This design comes from an exercise in tuning for a short achievable clock period and few clock cycles per item on the open sky130 flow, not from production work.
In this exercise RTL edits were held to simulation tests only and were not proved equivalent to the original.
Power figures rest on the tool's default switching activity, not on a simulated workload.

## rvv_backend
module rvv_backend (
    input  logic                                 clk,
    input  logic                                 rst_n,
    input  logic                                 insts_valid,
    input  logic [rvv_arch_pkg::INST_W-1:0]      insts,
    input  logic [rvv_arch_pkg::XLEN-1:0]        insts_scalar,
    output logic                                 insts_ready,
    output logic [rvv_pipe_pkg::CQ_CNT_W-1:0]    remaining_count,
    output logic                                 rt_valid,
    output rvv_arch_pkg::vidx_t                  rt_vd,
    output rvv_arch_pkg::vreg_t                  rt_data,
    output logic                                 rt_illegal,
    input  logic                                 rt_ready,
    output logic                                 rvv_idle
);
    localparam int CQ_CNT_W = rvv_pipe_pkg::CQ_CNT_W;
    localparam int CQ_DEPTH = rvv_pipe_pkg::CQ_DEPTH;
    logic [rvv_arch_pkg::NUM_VREG*rvv_arch_pkg::VLEN-1:0] regs;
    logic [31:0]         written;
    logic                x_valid;
    logic                x_legal;
    rvv_arch_pkg::vidx_t x_vd;
    logic [3:0]          x_op;
    logic                x_sub;
    logic [7:0]          x_src;
    rvv_arch_pkg::vreg_t x_a;
    rvv_arch_pkg::vreg_t x_b;
    rvv_arch_pkg::vreg_t x_bn;
    rvv_arch_pkg::vreg_t x_pass;
    logic                x_xfa;
    logic                x_xfb;
    logic [63:0]         xa_lo, xb_lo, xbn_lo, xp_lo;
    logic [63:0]         l_00, l_00s, l_10, l_10s, l_01, l_01s, l_11;
  ...
Size in the first run: ~6800 flip-flops, about 210 I/O pins.
clock: 6.0 ns
lec_check: 0
cap_margin: 50
core_margin: 2
core_utilization: 42
place_density: 0.45
setup_slack_margin: 3.3
slew_margin: 65
tns_end_percent: 100
standard.sh (not shown) runs the stock make flow with config.mk's settings and CLKGATE_MAP_FILE= SYNTH_SCRIPT=/design/flow/synth_recipe.tcl, a recipe that flattens the netlist after the stock synthesis.
==> flow/flow/run.sh <==
#!/bin/bash
# The standard layout (standard.sh), with the ports placed on the die's
# edges by flow/io.tcl (read by ORFS's floorplan step as IO_CONSTRAINTS) and
# the flip-flop driving each output port held next to its pin during global
# placement (flow/pre_gp.tcl and flow/post_gp.tcl, ORFS's hooks around that
# step). The ORFS run's whole output goes to standard_finish.log in this
# folder; each ORFS step also keeps its own log under orfs/logs/.
set -o pipefail
here=$(pwd)
bash "$here/standard.sh" \
    IO_CONSTRAINTS="$here/flow/io.tcl" \
    PRE_GLOBAL_PLACE_TCL="$here/flow/pre_gp.tcl" \
    POST_GLOBAL_PLACE_TCL="$here/flow/post_gp.tcl" \
    finish > "$here/standard_finish.log" 2>&1
Other scripts of this flow, unchanged in this note and not shown: flow/flow/io.tcl, flow/flow/post_gp.tcl, flow/flow/pre_gp.tcl
Testbench counts at the start, summed over its fixed seeds: cycles 3,240, items 3,200.
Change:
--- a/flow/design.v
+++ b/flow/design.v
@@ -209,25 +209,26 @@
     logic [NV-1:0]       dec_a;
     logic [NV-1:0]       dec_b;
     logic [NV-1:0]       dlo_a, dhi_a, dlo_b, dhi_b;
     logic                r_valid;
     logic [2:0]          op;
     logic                legal;
     logic                b_scalar;
     logic                b_vid;
     rvv_arch_pkg::vidx_t vd;
     logic [7:0]          scalar_q;
     logic [7:0]          src;
     logic                xf_a, xf_b;
-    logic [NV-1:0]       slo_a, shi_a, slo_b, shi_b;
+    logic [NV-1:0]       slo_a0, slo_a1_n, shi_a0, shi_a1_n;
+    logic [NV-1:0]       slo_b0, slo_b1_n, shi_b0, shi_b1_n;
     logic                lo_h_a, lo_y_a, lo_w_a, hi_y_a, hi_w_a;
     logic                lo_h_b, lo_y_b, lo_w_b, hi_y_b, hi_w_b;
     logic                s_b;     
     rvv_arch_pkg::vreg_t splat;
     rvv_arch_pkg::vreg_t vid;
     rvv_arch_pkg::vreg_t na;
     rvv_arch_pkg::vreg_t nb;
     rvv_decode u_dec (
         .inst(inst), .op(d_op), .legal(d_legal), .use_a(d_use_a), .use_b(d_use_b),
         .b_scalar(d_b_scalar), .b_vid(d_b_vid)
     );
     assign vx_in   = inst[14];
@@ -258,53 +259,62 @@
             r_valid <= accept;
         end
     end
     always_ff @(posedge clk) begin
         op       <= d_op;
         legal    <= d_legal;
         b_scalar <= d_b_scalar;
         b_vid    <= d_b_vid;
         vd       <= inst[11:7];
         scalar_q <= scalar;
         xf_a     <= dh_a;
         xf_b     <= dh_b;
-        slo_a    <= dlo_a;
-        shi_a    <= dhi_a;
-        slo_b    <= dlo_b;
-        shi_b    <= dhi_b;
+        slo_a0   <= dlo_a;
+        slo_a1_n <= ~dlo_a;
+        shi_a0   <= dhi_a;
+        shi_a1_n <= ~dhi_a;
+        slo_b0   <= dlo_b;
+        slo_b1_n <= ~dlo_b;
+        shi_b0   <= dhi_b;
+        shi_b1_n <= ~dhi_b;
         lo_h_a   <= dh_a;
         lo_y_a   <= dy_a & ~dh_a;
         lo_w_a   <= dw_a & ~dy_a & ~dh_a;
         hi_y_a   <= dy_a;
         hi_w_a   <= dw_a & ~dy_a;
         lo_h_b   <= dh_b;
         lo_y_b   <= dy_b & ~dh_b;
         lo_w_b   <= dw_b & ~dy_b & ~dh_b;
         hi_y_b   <= dy_b;
         hi_w_b   <= dw_b & ~dy_b;
         s_b      <= vx_in;
         src      <= {d_pass, ~d_pass & d_fwd_a & d_fwd_b,
                      ~d_pass & ~d_fwd_a & d_fwd_b & d_sub, ~d_pass & ~d_fwd_a & d_fwd_b & ~d_sub,
                      ~d_pass & d_fwd_a & ~d_fwd_b & d_sub, ~d_pass & d_fwd_a & ~d_fwd_b & ~d_sub,
                      ~d_pass & ~d_fwd_a & ~d_fwd_b & d_sub, ~d_pass & ~d_fwd_a & ~d_fwd_b & ~d_sub};
     end
     assign splat = {rvv_arch_pkg::NUM_ELEM{scalar_q}};
     always_comb begin
         for (int i = 0; i < rvv_arch_pkg::NUM_ELEM; i++) begin
             vid[i*8 +: 8] = 8'(i);
         end
     end
     always_comb begin
         for (int i = 0; i < rvv_arch_pkg::NUM_ELEM; i++) begin
+            logic [NV-1:0] slo_a, shi_a, slo_b, shi_b;
             logic [3:0]    alo, ahi, blo, bhi;
+            slo_a = (i < 8) ? slo_a0 : ~slo_a1_n;
+            shi_a = (i < 8) ? shi_a0 : ~shi_a1_n;
+            slo_b = (i < 8) ? slo_b0 : ~slo_b1_n;
+            shi_b = (i < 8) ? shi_b0 : ~shi_b1_n;
             alo = ({4{lo_h_a}} & h_lo[i*4 +: 4])
                 | ({4{lo_y_a}} & y_data[i*8 +: 4])
                 | ({4{lo_w_a}} & w_data[i*8 +: 4]);
             ahi = ({4{hi_y_a}} & y_data[i*8 + 4 +: 4])
                 | ({4{hi_w_a}} & w_data[i*8 + 4 +: 4]);
             blo = ({4{lo_h_b}} & h_lo[i*4 +: 4])
                 | ({4{lo_y_b}} & y_data[i*8 +: 4])
                 | ({4{lo_w_b}} & w_data[i*8 +: 4])
                 | ({4{s_b}} & splat[i*8 +: 4]);
             bhi = ({4{hi_y_b}} & y_data[i*8 + 4 +: 4])
                 | ({4{hi_w_b}} & w_data[i*8 + 4 +: 4])
                 | ({4{s_b}} & splat[i*8 + 4 +: 4]);
Result: Count of clock-buffer cells in the layout goes up by 61. Total power rises by 1.6%. Area after synthesis increases by 1.6%. Final area rises by 1.1%. Wire length climbs by 3.2%. Register-to-register slack is worse by 0.10 ns. Global-route usage climbs by 0.65 points. First-iteration DRC count fell by 4.5%. Core utilization is lower by 0.35 points.
Testbench counts after the change, summed over its fixed seeds: cycles 3,240, items 3,200.

==> separate check: timing with driven ports <==
The flow's constraints put no driver on any port. The routed layouts listed below were extracted and timed again, unchanged, in two steps. Step 1 (the two cells are an assumption about what drives the block):
set clk [get_ports {clk}]
set_driving_cell -lib_cell sky130_fd_sc_hd__clkbuf_16 $clk
set_driving_cell -lib_cell sky130_fd_sc_hd__buf_2 [delete_from_list [all_inputs] $clk]
Step 2 times the ports against the registers' clock, not the clock port: input delays grow and output delays shrink by t, the midpoint of the rising clock arrivals with the driver on. Slacks: ideal / step 1 / step 2; pairs: ideal / step 1.
run	t, ns	slack for setup (ns)	hold slack, ns	clock arrival spread, ns	slew at the worst register clock pin (ns)
the first run	1.286	3.188 / 3.082 / 2.332	0.320 / 0.268 / 0.320	0.066 / 0.065	0.07 / 0.07
the second run	1.288	3.097 / 3.063 / 2.249	0.324 / 0.246 / 0.324	0.067 / 0.067	0.07 / 0.07
After both steps every run listed still meets setup and hold. For the first run, which loses most, drivers alone change the setup slack by -0.106 ns; drivers and shift together by -0.856 ns.
